This is an optimization exercise on Yosys and OpenROAD, whose aim is small area, a short achievable clock period and few clock cycles per item, not a production implementation. Where RTL was checked, it was by simulation tests only, not by an equivalence proof against the original. No activity file was given, so power comes from the tool's default toggle rates.

==> flow/design.v (excerpt) <==
module wav_header_chunk_parser (
    input  logic        clk,
    input  logic        rst_n,
    input  logic        in_valid,
    output logic        in_stall,
    input  logic [7:0]  byte_value,
    input  logic        end_of_file,
    input  logic        cfg_valid,
    output logic        cfg_ready,
    input  logic [3:0]  cfg_data,
    output logic        out_valid,
    input  logic        out_stall,
    output logic        payload_valid,
    output logic [7:0]  payload_byte,
    output logic        payload_last,
    output logic [15:0] audio_format,
    output logic [15:0] num_channels,
    output logic [31:0] sample_freq,
    output logic [15:0] bits_per_sample,
    output logic [31:0] payload_size,
    output logic [2:0]  status
);
Size: roughly 220 flip-flops, ~150 I/O pins, about 0.0095 mm^2 of cells after synthesis.
==> flow/config.mk <==
export PLATFORM = sky130hd
export DESIGN_NAME = wav_header_chunk_parser
export DESIGN_NICKNAME = wav_header_chunk_parser
export VERILOG_FILES = /design/flow/design.v
export SDC_FILE = /design/flow/constraint.sdc
export NUM_CORES = 4
export LEC_CHECK = 0
export CAP_MARGIN = 20
export CORE_MARGIN = 2
export CORE_UTILIZATION = 55
export SETUP_SLACK_MARGIN = 3.3
export SLEW_MARGIN = 20
==> flow/constraint.sdc <==
create_clock -name core_clock -period 5.5 [get_ports {clk}]
set_input_delay 1.1000 -clock core_clock [delete_from_list [all_inputs] [get_ports {clk}]]
set_output_delay 1.1000 -clock core_clock [all_outputs]
set_load 0.01 [all_outputs]
standard.sh (not shown) runs the stock make flow with config.mk's settings and CLKGATE_MAP_FILE= SYNTH_SCRIPT=/design/flow/synth_recipe.tcl, a recipe that flattens the netlist after the stock synthesis.
==> flow/flow/run.sh <==
#!/bin/bash
# Standard ORFS layout, except that the port buffers use a small buffer cell
# (buf_1) instead of the delay-buffer cell buffer_ports picks by default;
# repair_design / repair_timing still resize them where needed.
set -euo pipefail
export BUFFER_PORTS_ARGS="-buffer_cell sky130_fd_sc_hd__buf_1"
bash standard.sh > standard.log 2>&1
The first run finished with timing, DRC and antenna clean.
Testbench counts at the start, summed over its fixed seeds: cycles 34,680, items 34,664.
==> next run, changes <==
--- a/flow/design.v
+++ b/flow/design.v
@@ -58,35 +58,30 @@
     logic [7:0]  a_d, b_d;
     logic        live, chk;
     logic [7:0]  d;
     logic [31:0] size;
     logic [31:0] cnt_dec;
     logic [3:0]  cz_q;               
     logic [3:0]  cz_n, brw;
     logic [3:0]  chunks_dec;
-    logic [7:0]  in_d;
-    logic        in_eof;
-    logic        a_z, a_R, a_I, a_F, a_W, a_A, a_V, a_E, a_dd, a_a, a_t;
-    logic        hdr_eq, id_eq;
+    logic [7:0]  hdr_tag, id_tag;
     logic        p3, p11, p23, w7;
     logic        p3_q, p11_q, p23_q;    
     logic        w7_q;                  
     logic        ch0_q, ch1_q;          
     logic        hdr_ok, id_ok;
     logic        cnt_one, size_zero;
     logic        cnt_one_q;
     logic        cnt_count, cnt_load, psize_load;
     assign hold      = ov_q & out_stall;
     assign in_stall  = b_v;
     assign take      = in_valid & ~b_v;
     assign acc       = a_v & ~hold;
     assign d         = a_d;
-    assign in_d      = b_v ? b_d : byte_value;
-    assign in_eof    = b_v ? b_eof : end_of_file;
     assign src_eof   = a_eof;
     assign cfg_ready = 1'b1;
     assign p3         = p3_q;
     assign p11        = p11_q;
     assign p23        = p23_q;
     assign w7         = w7_q && ph_w;
     assign live       = ph_h || ph_w || ph_p || (st_q == StDone);
     assign size       = {d, cnt_q[31:8]};
@@ -96,51 +91,51 @@
         for (int k = 0; k < 4; k++)
         begin
             cnt_dec[8*k +: 8] = brw[k] ? cnt_q[8*k +: 8] - 8'd1 : cnt_q[8*k +: 8];
             cz_n[k]           = brw[k] ? (cnt_q[8*k +: 8] == 8'd1) : cz_q[k];
         end
     end
     assign chunks_dec = chunks_q - 1'b1;
     assign cnt_one    = cnt_one_q;
-    assign size_zero  = a_z && (cz_q[3:1] == 3'b111);
+    assign size_zero  = (d == 8'd0) && (cz_q[3:1] == 3'b111);
     always_comb
     begin
         case (pos_q[1:0])
-            2'd0:    hdr_eq = pos_q[3] ? a_W : a_R;
-            2'd1:    hdr_eq = pos_q[3] ? a_A : a_I;
-            2'd2:    hdr_eq = pos_q[3] ? a_V : a_F;
-            default: hdr_eq = pos_q[3] ? a_E : a_F;
+            2'd0:    hdr_tag = pos_q[3] ? 8'h57 : 8'h52;
+            2'd1:    hdr_tag = pos_q[3] ? 8'h41 : 8'h49;
+            2'd2:    hdr_tag = pos_q[3] ? 8'h56 : 8'h46;
+            default: hdr_tag = pos_q[3] ? 8'h45 : 8'h46;
         endcase
         case (hc_q[1:0])
-            2'd0:    id_eq = a_dd;
-            2'd1:    id_eq = a_a;
-            2'd2:    id_eq = a_t;
-            default: id_eq = a_a;
+            2'd0:    id_tag = 8'h64;
+            2'd1:    id_tag = 8'h61;
+            2'd2:    id_tag = 8'h74;
+            default: id_tag = 8'h61;
         endcase
     end
-    assign hdr_ok = hdr_eq && (pos_q[1:0] == 2'd0 || match_q);
-    assign id_ok  = id_eq && (hc_q[1:0] == 2'd0 || match_q);
+    assign hdr_ok = (d == hdr_tag) && (pos_q[1:0] == 2'd0 || match_q);
+    assign id_ok  = (d == id_tag) && (hc_q[1:0] == 2'd0 || match_q);
     assign cnt_count  = ph_p || (ph_w && skip_q);
     assign cnt_load   = cnt_count || (ph_w && hc_q[2]);
     assign psize_load = w7 && !ch0_q && match_q;
     always_comb
     begin
         phh_n    = ph_h;
         phw_n    = ph_w;
         php_n    = ph_p;
         st_n     = st_q;
         hc_n     = hc_q;
         skip_n   = skip_q;
         match_n  = match_q;
         chunks_n = chunks_q;
         pv_n     = 1'b0;
         pl_n     = 1'b0;
         chk = live && p23
-              && !(a_z && (ch_q[7:0] == 8'd1 || ch_q[7:0] == 8'd2));
+              && !(d == 8'd0 && (ch_q[7:0] == 8'd1 || ch_q[7:0] == 8'd2));
         if (chk)
         begin
             phh_n = 1'b0;
             phw_n = 1'b0;
             php_n = 1'b0;
             st_n  = StBadChannels;
         end
         else if (ph_h)
@@ -307,38 +302,27 @@
     assign cnt_en   = acc && cnt_load;
     always_ff @(posedge clk)
     begin
         if (psize_en)
             psize_q <= first_q ? 32'd0 : size;
         if (cnt_en)
         begin
             cnt_q     <= cnt_count ? cnt_dec : size;
-            cz_q      <= cnt_count ? cz_n : {a_z, cz_q[3:1]};
+            cz_q      <= cnt_count ? cz_n : {d == 8'd0, cz_q[3:1]};
             cnt_one_q <= cnt_count ? (cz_q[3:1] == 3'b111 && cnt_q[7:0] == 8'd2)
-                                   : (a_z && cz_q[3:2] == 2'b11 && cnt_q[15:8] == 8'd1);
+                                   : (d == 8'd0 && cz_q[3:2] == 2'b11 && cnt_q[15:8] == 8'd1);
         end
     end
     always_ff @(posedge clk)
     begin
         if (acc || !a_v)
         begin
-            a_d   <= in_d;
-            a_eof <= in_eof;
-            a_z   <= (in_d == 8'h00);
-            a_R   <= (in_d == 8'h52);
-            a_I   <= (in_d == 8'h49);
-            a_F   <= (in_d == 8'h46);
-            a_W   <= (in_d == 8'h57);
-            a_A   <= (in_d == 8'h41);
-            a_V   <= (in_d == 8'h56);
-            a_E   <= (in_d == 8'h45);
-            a_dd  <= (in_d == 8'h64);
-            a_a   <= (in_d == 8'h61);
-            a_t   <= (in_d == 8'h74);
+            a_d   <= b_v ? b_d : byte_value;
+            a_eof <= b_v ? b_eof : end_of_file;
         end
         if (!b_v)
         begin
             b_d   <= byte_value;
             b_eof <= end_of_file;
         end
     end
     always_ff @(posedge clk)
The changed run finished clean.
Final cell count went down slightly.
Setup slack got worse by 0.32 ns.
Area after synthesis went down by a few percent.
Fmax went down by roughly a tenth.
Synthesized cell count went down by a few percent.
Flip-flop and latch count went down by 11.
Register-to-register slack got worse by 0.32 ns.
Count of clock-buffer cells in the layout went up by 3.
Wire length went down slightly.
Clock power is about the same.
Die area went down by a few percent.
Total power went down by a few percent.
No functional check of the RTL was part of the second run of this note.

port drivers added, routing unchanged:
The flow's constraints put no driver on any port. The routed layouts listed below were extracted and timed again, unchanged, in two steps. Step 1 (the two cells are an assumption about what drives the block):
set clk [get_ports {clk}]
set_driving_cell -lib_cell sky130_fd_sc_hd__clkbuf_16 $clk
set_driving_cell -lib_cell sky130_fd_sc_hd__buf_2 [delete_from_list [all_inputs] $clk]
Step 2 adds t to the input delays and takes it off the output delays; t is the mean of the earliest and latest rising clock arrival at the registers after step 1. Input paths then give back, and output paths get back, about the clock's delay inside the block. Three values: ideal, step 1, step 2; two values: the first two.
run	t (ns)	setup slack, ns	hold slack, ns	worst setup path after step 2	cell pins on the clock port's net
the first run	0.537	3.257 / 3.235 / 2.916	0.490 / 0.490 / 0.490	input to register	1
the second run	0.540	2.941 / 2.941 / 2.828	0.476 / 0.476 / 0.476	input to register	1
After both steps setup and hold are still met in every run listed. For the first run, which loses most, drivers alone change the setup slack by -0.022 ns; drivers and shift together by -0.341 ns.
